What follows belongs to an exercise in optimizing a design on an open flow for small area, a short achievable clock period and few clock cycles per item; a production flow would make more cautious choices. At most, simulation tests tie the RTL to the original design; equivalence was not proved. No activity file was given, so power comes from the tool's default toggle rates.

==> run P <==
Design dense_neuron_mac, start of the top module:
module dense_neuron_mac #(
  parameter int unsigned N     = nn_pkg::N,
  parameter int unsigned FRAC  = nn_pkg::FRAC,
  parameter int unsigned LEN_W = 9,
  parameter int unsigned ACC_W = 72
) (
  input  logic                    clk,
  input  logic                    rst,
  input  logic                    start,
  input  logic        [LEN_W-1:0] len,
  input  logic signed [N-1:0]     bias,
  input  logic                    relu_en,
  input  logic                    in_valid,
  output logic                    in_ready,
  input  logic signed [N-1:0]     x,
  input  logic signed [N-1:0]     w,
  output logic                    out_valid,
  input  logic                    out_ready,
  output logic signed [N-1:0]     out,
  output logic                    sat,
  output logic                    busy,
  output logic                    done
);
==> module fx_round_sat, before the edit <==
module fx_round_sat #(
  parameter int unsigned N     = nn_pkg::N,
  parameter int unsigned FRAC  = nn_pkg::FRAC,
  parameter int unsigned ACC_W = 72
) (
  input  logic [ACC_W-1:0]    acc_s,
  input  logic [ACC_W-1:0]    acc_c,
  input  logic                relu_en,
  output logic signed [N-1:0] out,
  output logic                sat
);
  localparam int unsigned K  = FRAC + N - 1;    
  localparam int unsigned LV = (ACC_W > 64) ? 7 : (ACC_W > 32) ? 6 : (ACC_W > 16) ? 5 : 4;
  logic [ACC_W-1:0] p, g, t;
  logic [ACC_W-1:0] pg [LV+1];
  logic [ACC_W-1:0] pp [LV+1];
  logic [ACC_W-1:0] cin;       
  logic [ACC_W-1:0] total;
  logic             ones_hi, zeros_hi, sgn, kill;
  logic signed [N-1:0] res;
  assign p = acc_s ^ acc_c;
  assign g = acc_s & acc_c;
  assign t = acc_s | acc_c;
  assign pg[0] = g;
  assign pp[0] = p;
  for (genvar l = 0; l < LV; l++) begin : g_lvl
    for (genvar i = 0; i < ACC_W; i++) begin : g_bit
      if ((i >> l) & 1) begin : g_join
        localparam int J = ((i >> l) << l) - 1;
        assign pg[l+1][i] = pg[l][i] | (pp[l][i] & pg[l][J]);
        assign pp[l+1][i] = pp[l][i] & pp[l][J];
      end else begin : g_pass
        assign pg[l+1][i] = pg[l][i];
        assign pp[l+1][i] = pp[l][i];
      end
    end
  end
  assign cin   = {pg[LV][ACC_W-2:0], 1'b0};
  assign total = p ^ cin;
  always_comb begin
    ones_hi  = 1'b1;
    zeros_hi = 1'b1;
    for (int i = K + 1; i < ACC_W; i++) begin
      ones_hi  = ones_hi & (p[i] ^ g[i-1]);
      zeros_hi = zeros_hi & ~(p[i] ^ t[i-1]);
    end
    sat  = total[K] ? ~ones_hi : ~zeros_hi;
    sgn  = total[ACC_W-1];
    res  = sat ? {sgn, {(N-1){~sgn}}} : total[K:FRAC];
    kill = relu_en & res[N-1];
    out  = kill ? '0 : res;
  end
endmodule
export LEC_CHECK = 0
export CAP_MARGIN = 20
export CORE_MARGIN = 2
export CORE_UTILIZATION = 65
export SLEW_MARGIN = 20
create_clock -name core_clock -period 12.0 [get_ports {clk}]
standard.sh (not shown) runs the stock make flow with config.mk's settings and CLKGATE_MAP_FILE= SYNTH_SCRIPT=/design/flow/synth_recipe.tcl, a recipe that flattens the netlist after the stock synthesis.
==> flow/flow/run.sh <==
#!/bin/bash
set -euo pipefail
bash standard.sh 'BUFFER_PORTS_ARGS=-buffer_cell sky130_fd_sc_hd__buf_2' SETUP_SLACK_MARGIN=8.3 TNS_END_PERCENT=0 SKIP_INCREMENTAL_REPAIR=1 SYNTH_ARGS=-noabc finish > flow_standard.log 2>&1
==> inputs of run H, as changes to run P <==
--- a/flow/design.v
+++ b/flow/design.v
@@ -22,7 +22,7 @@
   output logic                sat
 );
   localparam int unsigned K  = FRAC + N - 1;    
-  localparam int unsigned LV = (ACC_W > 64) ? 7 : (ACC_W > 32) ? 6 : (ACC_W > 16) ? 5 : 4;
+  localparam int unsigned LV = $clog2(ACC_W);
   logic [ACC_W-1:0] p, g, t;
   logic [ACC_W-1:0] pg [LV+1];
   logic [ACC_W-1:0] pp [LV+1];
==> flow/flow/run.sh (replaced) <==
#!/bin/bash
set -euo pipefail
bash standard.sh 'BUFFER_PORTS_ARGS=-buffer_cell sky130_fd_sc_hd__buf_2' SETUP_SLACK_MARGIN=8.3 TNS_END_PERCENT=0 finish > flow_standard.log 2>&1
--- a/flow/config.mk
+++ b/flow/config.mk
@@ -7,5 +7,5 @@
 export LEC_CHECK = 0
 export CAP_MARGIN = 20
 export CORE_MARGIN = 2
-export CORE_UTILIZATION = 65
+export CORE_UTILIZATION = 50
 export SLEW_MARGIN = 20
==> inputs of run F, as changes to run P <==
--- a/flow/design.v
+++ b/flow/design.v
@@ -21,46 +21,17 @@
   output logic signed [N-1:0] out,
   output logic                sat
 );
-  localparam int unsigned K  = FRAC + N - 1;    
-  localparam int unsigned LV = (ACC_W > 64) ? 7 : (ACC_W > 32) ? 6 : (ACC_W > 16) ? 5 : 4;
-  logic [ACC_W-1:0] p, g, t;
-  logic [ACC_W-1:0] pg [LV+1];
-  logic [ACC_W-1:0] pp [LV+1];
-  logic [ACC_W-1:0] cin;       
   logic [ACC_W-1:0] total;
-  logic             ones_hi, zeros_hi, sgn, kill;
+  logic [ACC_W-FRAC-N:0] hi;
   logic signed [N-1:0] res;
-  assign p = acc_s ^ acc_c;
-  assign g = acc_s & acc_c;
-  assign t = acc_s | acc_c;
-  assign pg[0] = g;
-  assign pp[0] = p;
-  for (genvar l = 0; l < LV; l++) begin : g_lvl
-    for (genvar i = 0; i < ACC_W; i++) begin : g_bit
-      if ((i >> l) & 1) begin : g_join
-        localparam int J = ((i >> l) << l) - 1;
-        assign pg[l+1][i] = pg[l][i] | (pp[l][i] & pg[l][J]);
-        assign pp[l+1][i] = pp[l][i] & pp[l][J];
-      end else begin : g_pass
-        assign pg[l+1][i] = pg[l][i];
-        assign pp[l+1][i] = pp[l][i];
-      end
-    end
-  end
-  assign cin   = {pg[LV][ACC_W-2:0], 1'b0};
-  assign total = p ^ cin;
   always_comb begin
-    ones_hi  = 1'b1;
-    zeros_hi = 1'b1;
-    for (int i = K + 1; i < ACC_W; i++) begin
-      ones_hi  = ones_hi & (p[i] ^ g[i-1]);
-      zeros_hi = zeros_hi & ~(p[i] ^ t[i-1]);
-    end
-    sat  = total[K] ? ~ones_hi : ~zeros_hi;
-    sgn  = total[ACC_W-1];
-    res  = sat ? {sgn, {(N-1){~sgn}}} : total[K:FRAC];
-    kill = relu_en & res[N-1];
-    out  = kill ? '0 : res;
+    total = acc_s + acc_c;
+    hi    = total[ACC_W-1:FRAC+N-1];
+    sat   = !((&hi) || !(|hi));
+    res   = total[FRAC+N-1:FRAC];
+    if (sat) res = total[ACC_W-1] ? {1'b1, {(N-1){1'b0}}} : {1'b0, {(N-1){1'b1}}};
+    if (relu_en && res[N-1]) res = '0;
+    out = res;
   end
 endmodule
 module dense_neuron_mac #(
==> flow/flow/run.sh (replaced) <==
#!/bin/bash
# The standard layout, with repair_timing asked for extra setup slack so that
# the design is sized for a period below the design's 12 ns.
set -euo pipefail
bash standard.sh SETUP_SLACK_MARGIN=8.0 TNS_END_PERCENT=0 finish > flow_standard.log 2>&1
--- a/flow/config.mk
+++ b/flow/config.mk
@@ -7,5 +7,5 @@
 export LEC_CHECK = 0
 export CAP_MARGIN = 20
 export CORE_MARGIN = 2
-export CORE_UTILIZATION = 65
+export CORE_UTILIZATION = 50
 export SLEW_MARGIN = 20
==> inputs of run R, as changes to run P <==
--- a/flow/design.v
+++ b/flow/design.v
@@ -22,7 +22,7 @@
   output logic                sat
 );
   localparam int unsigned K  = FRAC + N - 1;    
-  localparam int unsigned LV = (ACC_W > 64) ? 7 : (ACC_W > 32) ? 6 : (ACC_W > 16) ? 5 : 4;
+  localparam int unsigned LV = $clog2(ACC_W);
   logic [ACC_W-1:0] p, g, t;
   logic [ACC_W-1:0] pg [LV+1];
   logic [ACC_W-1:0] pp [LV+1];
--- a/flow/config.mk
+++ b/flow/config.mk
@@ -7,5 +7,5 @@
 export LEC_CHECK = 0
 export CAP_MARGIN = 20
 export CORE_MARGIN = 2
-export CORE_UTILIZATION = 65
+export CORE_UTILIZATION = 50
 export SLEW_MARGIN = 20
==> notes <==
- Of run R and run F, run F has the higher die area (gap about 9%, measured against run F).
- In area after synthesis, run P and run R do not differ.
- In run R the total power is higher than in run H, by about 1.3%.
- Of run R and run P, run R has the higher register-to-register slack (gap 180 ps).
- In run F the critical path depth is lower than in run H, by 2.
Testbench counts of run P, summed over its fixed seeds: cycles 13,071, beats 11,791.
Function not checked in run H, run F and run R: the RTL went through the layout flow alone.

## what the ideal ports hide
Ports are ideal in the flow. The routed layouts listed here were re-timed in OpenROAD. Step 1: set_driving_cell puts a clkbuf_16 on clk and a buf_2 on each other input, an assumption about the parent block. Step 2 also shifts input and output timing later by t, the mid clock arrival at the registers, as if the neighbouring blocks saw the same clock. Three values: ideal, step 1, step 2; two values: the first two.
run	t, ns	setup slack, ns	hold slack, ns	worst setup path after step 2	worst slew at a driven data input, ns
run P	0.645	7.730 / 7.730 / 7.605	0.371 / 0.371 / 0.371	input to register	0.05
run H	0.646	7.954 / 7.954 / 7.954	0.358 / 0.358 / 0.358	register to register	0.05
run F	0.635	7.873 / 7.861 / 7.461	0.349 / 0.349 / 0.349	input to register	0.05
run R	0.651	7.913 / 7.913 / 7.913	0.353 / 0.353 / 0.353	register to register	0.06
After both steps setup and hold are still met in every run listed. For run F, which loses most, drivers alone change the setup slack by -0.012 ns; drivers and shift together by -0.412 ns.
